This is an optimization exercise on Yosys and OpenROAD, whose aim is small area and a short achievable clock period, not a production implementation. Function was checked by simulation only, so behaviour that the tests miss may differ from the original. Power figures rest on the tool's default switching activity, not on a simulated workload.

==> try-harbor <==
// dla_core
module dla_core #(
    parameter int SIZE     = 8,
    parameter int DATA_WID = 16,
    parameter int ACC_WID  = 40
) (
    input  logic                          clock,
    input  logic                          rst,
    input  logic                          tile_start,
    input  logic [DIM_WID-1:0]            tile_length,
    input  logic [DIM_WID-1:0]            tile_height,
    input  logic [DEPTH_WID-1:0]          valid_num,
    input  logic [SHIFT_WID-1:0]          qtf_shift,
    input  logic [SIZE*DATA_WID-1:0]      bias,
    output logic                          busy,
    input  logic                          beat_valid,
    input  logic signed [DATA_WID-1:0]    ifm_pixel,
    input  logic [SIZE*DATA_WID-1:0]      wgt_vec,
    input  logic [ADDR_WID-1:0]           of_base_addr,
    input  logic [ADDR_WID-1:0]           of_page_length,
    output logic                          of_wr_en,
    output logic [ADDR_WID-1:0]           of_wr_addr,
    output logic [SIZE*DATA_WID-1:0]      of_wr_data,
    output logic                          tile_done
);
export LEC_CHECK = 0
export CAP_MARGIN = 20
export CORE_MARGIN = 2
export CORE_UTILIZATION = 40
export SETUP_SLACK_MARGIN = 5
export SLEW_MARGIN = 20
create_clock -name core_clock -period 9.0 [get_ports {clock}]
standard.sh (not shown) runs the stock make flow with config.mk's settings and CLKGATE_MAP_FILE= SYNTH_SCRIPT=/design/flow/synth_recipe.tcl, a recipe that flattens the netlist after the stock synthesis.
==> flow/flow/run.sh <==
#!/bin/bash
# Own layout flow:
#  1. the standard synthesis, unchanged;
#  2. flow/invpush.py rewrites its netlist: a full adder is self-dual, so
#     inverters on two or three of an adder's inputs are moved to its outputs,
#     where most cancel against the inverters that follow (no register is
#     touched);
#  3. the standard ORFS steps from floorplan to finish, with the resizer
#     allowed to change a cell's footprint so repair can upsize gates.
# Each step's full output goes to a log file in this folder; ORFS's own
# per-step logs stay under orfs/logs.
set -euo pipefail
bash standard.sh synth > synth.log 2>&1
EXTRA="MATCH_CELL_FOOTPRINT=0"
R=orfs/results/${FLOW_PLATFORM:-sky130hd}/dla_core/base
cp $R/1_2_yosys.v synth_netlist.v
python3 flow/invpush.py synth_netlist.v $R/1_2_yosys.v > invpush.log 2>&1
rm -f $R/1_synth.odb $R/1_synth.sdc
sed 's/ "${@:-finish}"/ '"$EXTRA"' "${@:-finish}"/' standard.sh > layout.sh
bash layout.sh finish > layout.log 2>&1
==> flow/flow/invpush.py <==
#!/usr/bin/env python3
"""Push inverters through full adders in a flat sky130hd netlist.

A full adder is self-dual: fa(~a, ~b, ~c) = (~sum, ~cout). Where two or three
of a full adder's inputs come from inverters, the adder is rewired to the
uninverted signals (an inverter is added on any input that was not
inverted) and its outputs are inverted instead; double inverters are then
bypassed and inverters left without loads removed.

Usage: invpush.py IN.v OUT.v
"""
import re
import sys
from collections import defaultdict

INV = re.compile(r"sky130_fd_sc_hd__(clk)?inv_\d+$")
FA = re.compile(r"sky130_fd_sc_hd__fa_\d+$")
OUTPINS = {"X", "Y", "Q", "Q_N", "SUM", "COUT", "HI", "LO"}

src = open(sys.argv[1]).read()
m = re.search(r"\bmodule\s+(\w+)\s*\((.*?)\);", src, re.S)
head_end = m.end()
endm = src.rindex("endmodule")
body = src[head_end:endm]

# statements in the body
stmts = [s.strip() for s in body.split(";") if s.strip()]
decls, assigns, insts = [], [], []
inst_re = re.compile(r"^(\S+)\s+(\S+)\s*\((.*)\)$", re.S)
ports_out = set()
ports_in = set()
for s in stmts:
    if s.startswith(("wire", "input", "output", "inout", "reg")):
        decls.append(s)
        if s.startswith("output"):
            ports_out.update(re.findall(r"([\w\\\[\]\.$]+)\s*$", s))
        continue
    if s.startswith("assign"):
        assigns.append(s)
        continue
    mm = inst_re.match(s)
    if not mm:
        decls.append(s)
        continue
    pins = {}
    for p, n in re.findall(r"\.(\w+)\s*\(\s*([^()]*?)\s*\)", mm.group(3)):
        pins[p] = n
    insts.append([mm.group(1), mm.group(2), pins])

# nets used in assigns or as ports are kept as they are
protected = set()
for a in assigns:
    for tok in re.findall(r"[\\\w][^\s,;{}=]*", a[len("assign"):]):
        protected.add(tok.strip())
for d in decls:
    if d.startswith(("input", "output", "inout")):
        for tok in re.findall(r"(\\\S+|\w+)\s*$", d):
            protected.add(tok)

cells = {}
for t, n, p in insts:
    cells[n] = [t, p]

newid = [0]


def fresh(prefix):
    newid[0] += 1
    return f"{prefix}{newid[0]}_"


new_wires = []


def build_maps():
    drv, loads = {}, defaultdict(list)
    for n, (t, p) in cells.items():
        for pin, net in p.items():
            if pin in OUTPINS:
                drv[net] = n
            else:
                loads[net].append((n, pin))
    return drv, loads


def is_inv(n):
    return n in cells and INV.search(cells[n][0]) is not None


changed = True
rounds = 0
while changed and rounds < 50:
    changed = False
    rounds += 1
    drv, loads = build_maps()
    for n in list(cells):
        if n not in cells:
            continue
        t, p = cells[n]
        if not FA.search(t):
            continue
        ins = ["A", "B", "CIN"]
        inv_in = [drv.get(p[i]) if is_inv(drv.get(p[i])) else None for i in ins]
        k = sum(1 for x in inv_in if x)
        if k < 2:
            continue
        # rewire inputs
        for i, iv in zip(ins, inv_in):
            if iv:
                p[i] = cells[iv][1]["A"]
            else:
                w = "_ip" + fresh("") 
                w = "\\" + w.lstrip("\\") if False else w
                new_wires.append(w)
                cells[fresh("_ipinv")] = ["sky130_fd_sc_hd__inv_1", {"A": p[i], "Y": w}]
                p[i] = w
        # invert outputs
        for o in ("SUM", "COUT"):
            if o not in p:
                continue
            old = p[o]
            w = fresh("_op")
            new_wires.append(w)
            p[o] = w
            cells[fresh("_opinv")] = ["sky130_fd_sc_hd__inv_1", {"A": w, "Y": old}]
        changed = True
        drv, loads = build_maps()
    # bypass double inverters: inv2(inv1(x)) -> loads of inv2 read x
    drv, loads = build_maps()
    for n in list(cells):
        if n not in cells or not is_inv(n):
            continue
        t, p = cells[n]
        d = drv.get(p["A"])
        if d is None or not is_inv(d):
            continue
        x = cells[d][1]["A"]
        y = p["Y"]
        if y in protected:
            continue
        for (ln, lp) in loads[y]:
            cells[ln][1][lp] = x
        del cells[n]
        changed = True
        drv, loads = build_maps()
    # remove dead inverters
    drv, loads = build_maps()
    for n in list(cells):
        if is_inv(n) and not loads.get(cells[n][1]["Y"]) and cells[n][1]["Y"] not in protected:
            del cells[n]
            changed = True

out = [src[:head_end]]
for d in decls:
    out.append("  " + d + " ;")
for w in new_wires:
    out.append(f"  wire {w};")
for n, (t, p) in cells.items():
    conns = ", ".join(f".{k}({v} )" for k, v in p.items())
    out.append(f"  {t} {n} ({conns});")
for a in assigns:
    out.append("  " + a + " ;")
out.append("endmodule")
open(sys.argv[2], "w").write("\n".join(out) + "\n")
ninv = sum(1 for n in cells if is_inv(n))
print(f"rounds {rounds}, inverters now {ninv}", file=sys.stderr)
==> try-fjord (differences from try-harbor) <==
==> flow/run.sh (new file) <==
#!/bin/bash
# synth_recipe.tcl (not shown) runs the flow's synth.tcl, then flattens the netlist and writes it again
# the make line also repeats each setting of config.mk as NAME=value (left out here)
make -C /OpenROAD-flow-scripts/flow DESIGN_CONFIG=/design/flow/config.mk WORK_HOME=/design/flow/orfs CLKGATE_MAP_FILE= SYNTH_SCRIPT=/design/flow/synth_recipe.tcl finish
removed: flow/flow/run.sh
removed: flow/flow/invpush.py
removed: flow/standard.sh
==> impl_results.rst <==
.. list-table::
   :header-rows: 1

   * - Metric
     - Value
   * - Final HPWL DP
     - roughly 280,000 um
   * - Met2 routed wirelength
     - 162,200 um
   * - Mean Syn Cell Area
     - between 10 and 15 um2
   * - Relative slew margins
     - 0.1980
   * - Share of the cycle needed by the critical path after routing
     - 0.4479
   * - Run status
     - no timing/DRC/antenna violations
   * - Data buffer area share
     - 0.06808
   * - Fin worst setup slack
     - 4.969 ns
   * - Area overhead of the layout relative to synthesis
     - 15.50%
   * - Number of detailed-route iterations in the first pass
     - 6
That was try-harbor.
==> impl_results.rst <==
.. list-table::
   :header-rows: 1

   * - Metric
     - Value
   * - Run status
     - no timing/DRC/antenna violations
   * - Count of clock-net buffers in the final layout
     - 220
   * - Average detailed-routed wire length per instance
     - 26.71 um
   * - Combinational power share
     - 0.595
   * - Number of detailed-route iterations in the first pass
     - 8
   * - Mean Syn Cell Area
     - about 9.5 um2
   * - Final HPWL DP
     - 288,800 um
   * - Share of the cycle needed by the critical path after routing
     - 0.4591
   * - Fin worst setup slack
     - between 4 and 5 ns
   * - Relative slew margins
     - 0.1339
That was try-fjord.

## separate check: timing with driven ports
The results above use ideal ports. As a check the final layouts listed here were re-extracted and re-timed, cells and wires unchanged.
Step 1 sets driving cells, clkbuf_16 on the clock port and buf_2 on the other inputs (assumed; they add their load-dependent delay and slew).
Step 2, shift: input delay + t, output delay - t, t = (earliest + latest rising clock arrival at the registers) / 2. This alone moves slack from input paths to output paths.
Slacks: ideal ports / drivers / drivers and shift; pairs: ideal ports / drivers.
run | shift t [ns] | slack for setup (ns) | clock arrival spread, ns | worst data-port slew with drivers (ns)
try-harbor | 0.937 | 4.969 / 4.969 / 4.238 | 0.103 / 0.104 | 0.12
try-fjord | 0.966 | 4.868 / 4.868 / 4.349 | 0.093 / 0.094 | 0.11
After both steps every run listed still meets setup and hold. For try-harbor, which loses most, drivers alone change the setup slack by 0.000 ns; drivers and shift together by -0.731 ns.
